What follows belongs to an exercise in optimizing a design on an open flow for small area; a production flow would make more cautious choices. Only simulation tests tie the RTL to the original design; equivalence was not proved. No activity file was given, so power comes from the tool's default toggle rates.

Design pulse_seq_multi, start of the top module:
module pulse_seq_multi
#(
  parameter int unsigned NUM_CH    = 2,
  parameter int unsigned NUM_PULSE = 4,
  parameter int unsigned TW        = 32,
  parameter int unsigned ATT_W     = 7,
  parameter int unsigned ATT_STEP  = 6,
  parameter int unsigned GUARD     = 20,
  parameter int unsigned AW        = $clog2(pulses_pkg::ADDR_SLOT_BASE + 2 * NUM_CH * NUM_PULSE + 2 * NUM_CH)
) (
  input  logic              clk,
  input  logic              rst,
  input  logic              cfg_we,
  input  logic [AW-1:0]     cfg_addr,
  input  logic [TW-1:0]     cfg_wdata,
  input  logic              cfg_commit,
  input  logic              run,
  input  logic              cw_mode,
  input  logic [NUM_CH-1:0] cw_sel,
  input  logic [ATT_W-1:0]  pr_att,
  output logic              sync_on,
  output logic [NUM_CH-1:0] pulse_on,
  output logic [ATT_W-1:0]  pre_att,
  output logic              pre_block,
  output logic              cycle_start
);
  function automatic logic cmp_ge(input logic [31:0] a, input logic [31:0] b, input logic cin);
    logic [3:0] g, p;
    logic       c;
    for (int k = 0; k < 4; k++) begin
      c = 1'b0;
      p[k] = 1'b1;
      for (int i = 8 * k; i < 8 * k + 8; i++) begin
        c    = (a[i] & ~b[i]) | ((a[i] | ~b[i]) & c);
        p[k] = p[k] & (a[i] | ~b[i]);
      end
      g[k] = c;
    end
    c = cin;
    for (int k = 0; k < 4; k++) c = g[k] | (p[k] & c);
    cmp_ge = c;
  endfunction
  function automatic logic [31:0] sub_rc(input logic [31:0] a, input logic [31:0] b);
    logic [31:0] r;
    logic        c;
    c = 1'b1;
    for (int i = 0; i < 32; i++) begin
      r[i] = a[i] ^ ~b[i] ^ c;
      c    = (a[i] & ~b[i]) | ((a[i] | ~b[i]) & c);
    end
    sub_rc = r;
  endfunction
  function automatic logic [31:0] inc_fast(input logic [31:0] a);
    logic [31:0] r;
  ...
Size in the first run: ~5000 cells after synthesis, ~64 I/O pins, ~61000 um2 of cells after synthesis.
export LEC_CHECK = 0
export CAP_MARGIN = 10
export CORE_MARGIN = 2
export CORE_UTILIZATION = 62
export SLEW_MARGIN = 10
create_clock -name core_clock -period 12.0 [get_ports {clk}]
standard.sh (not shown) runs the stock make flow with config.mk's settings and CLKGATE_MAP_FILE= SYNTH_SCRIPT=/design/flow/synth_recipe.tcl, a recipe that flattens the netlist after the stock synthesis.
==> flow/flow/run.sh <==
#!/bin/bash
set -euo pipefail
W=$PWD
HERE=$(cd "$(dirname "${BASH_SOURCE[0]}")" && pwd)
export MY_ABC_SCRIPT=$HERE/abc.script
SS=$(grep -o 'SYNTH_SCRIPT=[^ ]*' "$W/standard.sh" | head -1 | cut -d= -f2)
[[ -n "$SS" ]]
cat > "$W/own_synth.tcl" <<TCL
proc abc {args} {
  set i [lsearch -exact \$args -script]
  if { \$i >= 0 } { lset args [expr {\$i + 1}] \$::env(MY_ABC_SCRIPT) }
  yosys abc {*}\$args
}
source $SS
TCL
EXTRA=""
if [[ -f "$HERE/make.vars" ]]; then
  while IFS= read -r line; do
    [[ -z "$line" ]] && continue
    EXTRA+="${line%%=*}='${line#*=}' "
  done < "$HERE/make.vars"
fi
sed -e "s#SYNTH_SCRIPT=$SS #SYNTH_SCRIPT=$W/own_synth.tcl ${EXTRA}#" "$W/standard.sh" > "$W/own_standard.sh"
grep -q own_synth.tcl "$W/own_standard.sh"
bash "$W/own_standard.sh" > "$W/flow_make.log" 2>&1
==> flow/flow/abc.script <==
&get -n; &st; &dch; &nf -R 1000; &dch; &nf -R 1000; &put
==> flow/flow/make.vars <==
CTS_ARGS=-sink_clustering_enable -repair_clock_nets -dont_use_dummy_load -buf_list sky130_fd_sc_hd__clkbuf_8 -sink_clustering_size 16 -sink_clustering_max_diameter 60
BUFFER_PORTS_ARGS=-buffer_cell sky130_fd_sc_hd__buf_1
Rerun with:
--- a/flow/flow/run.sh
+++ b/flow/flow/run.sh
@@ -14,12 +14,7 @@
 source $SS
 TCL
-EXTRA=""
-if [[ -f "$HERE/make.vars" ]]; then
-  while IFS= read -r line; do
-    [[ -z "$line" ]] && continue
-    EXTRA+="${line%%=*}='${line#*=}' "
-  done < "$HERE/make.vars"
-fi
-sed -e "s#SYNTH_SCRIPT=$SS #SYNTH_SCRIPT=$W/own_synth.tcl ${EXTRA}#" "$W/standard.sh" > "$W/own_standard.sh"
+CTS=""
+if [[ -s "$HERE/cts.args" ]]; then CTS="CTS_ARGS='$(cat "$HERE/cts.args")' "; fi
+sed -e "s#SYNTH_SCRIPT=$SS #SYNTH_SCRIPT=$W/own_synth.tcl ${CTS}#" "$W/standard.sh" > "$W/own_standard.sh"
 grep -q own_synth.tcl "$W/own_standard.sh"
 bash "$W/own_standard.sh" > "$W/flow_make.log" 2>&1
==> flow/flow/abc.script (replaced) <==
&get -n; &st; &dch; &nf -R 1000; &put
==> flow/flow/cts.args (new file) <==
-sink_clustering_enable -repair_clock_nets -dont_use_dummy_load -buf_list sky130_fd_sc_hd__clkbuf_8 -sink_clustering_size 16 -sink_clustering_max_diameter 60
Settings changed: CAP_MARGIN 10 to 20, CORE_UTILIZATION 62 to 55, SLEW_MARGIN 10 to 20.
removed: flow/flow/make.vars
After rerunning: Cell count goes up by 6.4%; wire length went up by 1.9%; setup slack gets better by 0.23 ns; clock skew barely changes; sequential power came out lower by about 0.9%; combinational power rose by about 2%; global-route usage shrinks by 4.6 points; final area rose by 2.1%; utilization came out lower by 7.1 points; via count decreases by 0.49%.

## re-timing with driven ports
The results above use ideal ports. As a check the final layouts listed here were re-extracted and re-timed, cells and wires unchanged.
Step 1 assumes that a clkbuf_16 drives the clock port and a buf_2 every other input.
Step 2 also shifts input and output timing later by t, the mid clock arrival at the registers, as if the neighbouring blocks saw the same clock.
Slacks: ideal / step 1 / step 2; pairs: ideal / step 1.
| run | t, ns | setup WS [ns] | clock arrival spread, ns | worst register clock-pin slew, ns |
|---|---|---|---|---|
| the first run | 0.861 | 2.333 / 2.333 / 2.333 | 0.079 / 0.078 | 0.10 / 0.10 |
| the second run | 0.888 | 2.562 / 2.562 / 2.562 | 0.081 / 0.080 | 0.11 / 0.11 |
After both steps every run listed still meets setup and hold.
